This design comes from an exercise in tuning for small area on the open sky130 flow, not from production work.
In this exercise RTL edits were held to simulation tests only and were not proved equivalent to the original.
Power figures rest on the tool's default switching activity, not on a simulated workload.

// radar_digitizer
module radar_digitizer
(
   input  logic        clk64,
   input  logic        rx_dsp_reset,
   input  logic        apb_psel,
   input  logic        apb_penable,
   input  logic        apb_pwrite,
   input  logic [7:0]  apb_paddr,
   input  logic [31:0] apb_pwdata,
   output logic [31:0] apb_prdata,
   output logic        apb_pready,
   output logic        apb_pslverr,
   input  logic [11:0] chan_video,
   input  logic [11:0] chan_trig,
   input  logic [11:0] chan_arp,
   input  logic [11:0] chan_acp,
   output logic [15:0] sample_data,
   output logic        sample_first,
   output logic        sample_valid,
   input  logic        sample_ready
);
Size: ~1600 cells after synthesis, ~150 I/O pins, ~0.018 mm^2 of cells after synthesis.
export LEC_CHECK = 0
export CAP_MARGIN = 20
export CORE_MARGIN = 2
export CORE_UTILIZATION = 65
export SLEW_MARGIN = 20
create_clock -name core_clock -period 8.0 [get_ports {clk64}]
standard.sh (not shown) runs the stock make flow with config.mk's settings and CLKGATE_MAP_FILE= SYNTH_SCRIPT=/design/flow/synth_recipe.tcl, a recipe that flattens the netlist after the stock synthesis.
==> flow/flow/run.sh <==
#!/bin/bash
# Own layout flow: the standard ORFS flow (standard.sh) with three changes:
#  - synthesis maps logic with an area-oriented ABC script (abc_area_map.script)
#    in place of ORFS's delay-oriented one; registers are mapped as in the
#    standard synthesis (dfflibmap runs before ABC and is unchanged)
#  - port buffers use the smallest buffer cell (every port still gets one)
#  - clock tree synthesis inserts no dummy loads
# Every tool's output goes to ORFS's logs under orfs/logs; make's own output
# goes to own_flow.log in the work folder.
set -euo pipefail
W=$(pwd)
F=$W/flow

{
  echo "set ::own_abc_script $F/abc_area_map.script"
  cat "$F/abc_override.tcl"
  cat "$W/synth_recipe.tcl"
} > "$W/own_synth.tcl"

sed "s|SYNTH_SCRIPT=[^ ]*|SYNTH_SCRIPT=$W/own_synth.tcl|" "$W/standard.sh" > "$W/own_standard.sh"
grep -q "SYNTH_SCRIPT=$W/own_synth.tcl" "$W/own_standard.sh"

export BUFFER_PORTS_ARGS="-buffer_cell sky130_fd_sc_hd__buf_1"
export CTS_ARGS="-sink_clustering_enable -repair_clock_nets -dont_use_dummy_load -buf_list {sky130_fd_sc_hd__clkbuf_16} -sink_clustering_size 24 -sink_clustering_max_diameter 80"

bash "$W/own_standard.sh" "$@" > "$W/own_flow.log" 2>&1
==> flow/flow/abc_area_map.script <==
strash
ifraig
dch -f
amap -m
==> flow/flow/abc_override.tcl <==
# Map with an area-oriented ABC script instead of ORFS's delay-oriented one.
proc abc {args} {
  set i [lsearch -exact $args -script]
  if {$i >= 0} {
    set args [lreplace $args [expr {$i + 1}] [expr {$i + 1}] $::own_abc_script]
  }
  yosys abc {*}$args
}
The first run finished with timing, DRC and antenna clean.
Edit:
--- a/flow/flow/run.sh
+++ b/flow/flow/run.sh
@@ -23,3 +23,3 @@
 export BUFFER_PORTS_ARGS="-buffer_cell sky130_fd_sc_hd__buf_1"
-export CTS_ARGS="-sink_clustering_enable -repair_clock_nets -dont_use_dummy_load -buf_list {sky130_fd_sc_hd__clkbuf_16} -sink_clustering_size 24 -sink_clustering_max_diameter 80"
+export CTS_ARGS="-sink_clustering_enable -repair_clock_nets -dont_use_dummy_load -buf_list {sky130_fd_sc_hd__clkbuf_8} -sink_clustering_size 12 -sink_clustering_max_diameter 50"
 
==> flow/flow/abc_area_map.script (replaced) <==
strash
dch -f
amap -m
=>
- The new run produced a clean layout
- worst setup slack is better by 240 ps
- combinational power rises by about 2%
- final area rises by 0.83%
- via count rises by 1.5%
- cell count rises by 2.6%
- synthesized area rises by 0.55%
- worst hold slack is about the same
- total power rises by 1.5%
- flip-flop and latch count does not change
- sequential share of layout area falls by 0.41 points
- first-iteration DRC count falls by 7.2%
Edit:
--- a/flow/flow/run.sh
+++ b/flow/flow/run.sh
@@ -2,3 +2,4 @@
 # Own layout flow: the standard ORFS flow (standard.sh) with three changes:
-#  - synthesis maps logic with an area-oriented ABC script (abc_area_map.script)
+#  - synthesis maps logic, adders included, with an area-oriented ABC script
+#    (abc_area_map.script; no half/full adder cells are extracted first)
 #    in place of ORFS's delay-oriented one; registers are mapped as in the
@@ -6,3 +7,3 @@
 #  - port buffers use the smallest buffer cell (every port still gets one)
-#  - clock tree synthesis inserts no dummy loads
+#  - clock tree synthesis inserts no dummy loads and uses larger sink clusters
 # Every tool's output goes to ORFS's logs under orfs/logs; make's own output
@@ -23,3 +24,3 @@
 export BUFFER_PORTS_ARGS="-buffer_cell sky130_fd_sc_hd__buf_1"
-export CTS_ARGS="-sink_clustering_enable -repair_clock_nets -dont_use_dummy_load -buf_list {sky130_fd_sc_hd__clkbuf_8} -sink_clustering_size 12 -sink_clustering_max_diameter 50"
+export CTS_ARGS="-sink_clustering_enable -repair_clock_nets -dont_use_dummy_load -buf_list {sky130_fd_sc_hd__clkbuf_16} -sink_clustering_size 24 -sink_clustering_max_diameter 80"
 
==> flow/flow/abc_area_map.script (replaced) <==
strash
ifraig
dch -f
amap -m
--- a/flow/flow/abc_override.tcl
+++ b/flow/flow/abc_override.tcl
@@ -8 +8,4 @@
 }
+
+# Leave adders to ABC: no half/full adder cells are extracted before mapping.
+proc extract_fa {args} {}
CORE_UTILIZATION = 70   (was 65)
What happened:
- total power fell by 1.3%
- worst setup slack is worse by 1400 ps
- first-iteration DRC count rose by 38%
- clock skew fell by 44 ps
- critical path depth rose by 52
Edit:
--- a/flow/flow/run.sh
+++ b/flow/flow/run.sh
@@ -2,4 +2,3 @@
 # Own layout flow: the standard ORFS flow (standard.sh) with three changes:
-#  - synthesis maps logic, adders included, with an area-oriented ABC script
-#    (abc_area_map.script; no half/full adder cells are extracted first)
+#  - synthesis maps logic with an area-oriented ABC script (abc_area_map.script)
 #    in place of ORFS's delay-oriented one; registers are mapped as in the
@@ -7,3 +6,3 @@
 #  - port buffers use the smallest buffer cell (every port still gets one)
-#  - clock tree synthesis inserts no dummy loads and uses larger sink clusters
+#  - clock tree synthesis inserts no dummy loads
 # Every tool's output goes to ORFS's logs under orfs/logs; make's own output
==> flow/flow/abc_area_map.script (replaced) <==
strash
dch -f
amap -m
--- a/flow/flow/abc_override.tcl
+++ b/flow/flow/abc_override.tcl
@@ -8,4 +8 @@
 }
-
-# Leave adders to ABC: no half/full adder cells are extracted before mapping.
-proc extract_fa {args} {}
CORE_UTILIZATION = 65   (was 70)
What happened:
- The new run completed with no timing, DRC or antenna violations
- wire length went down by about 9%
- design area went up by 4.0%
- non-clock buffer count fell by 14
- clock power is about the same
- clock-buffer cell count is unchanged
- critical path depth decreases by 52

## separate check: timing with driven ports
The flow's constraints put no driver on any port. The routed layouts listed below were extracted and timed again, unchanged, in two steps. Step 1 sets driving cells, clkbuf_16 on the clock port and buf_2 on the other inputs (assumed; they add their load-dependent delay and slew). Step 2 times the ports against the registers' clock, not the clock port: input delays grow and output delays shrink by t, the midpoint of the rising clock arrivals with the driver on. a / b / c = ideal ports / drivers / drivers and shift; a / b = the first two.
run	shift t [ns]	slack for setup (ns)	worst setup path after step 2	clock arrival spread, ns	worst data-port slew with drivers (ns)
the first run	0.575	1.799 / 1.799 / 1.653	input to register	0.022 / 0.023	0.09
the second run	0.593	2.038 / 2.038 / 1.868	input to register	0.058 / 0.057	0.08
the third run	0.583	0.632 / 0.632 / 0.632	register to register	0.014 / 0.014	0.05
the fourth run	0.578	2.072 / 2.072 / 1.846	input to register	0.031 / 0.030	0.07
After both steps every run listed still meets setup and hold. For the fourth run, which loses most, drivers alone change the setup slack by 0.000 ns; drivers and shift together by -0.226 ns.
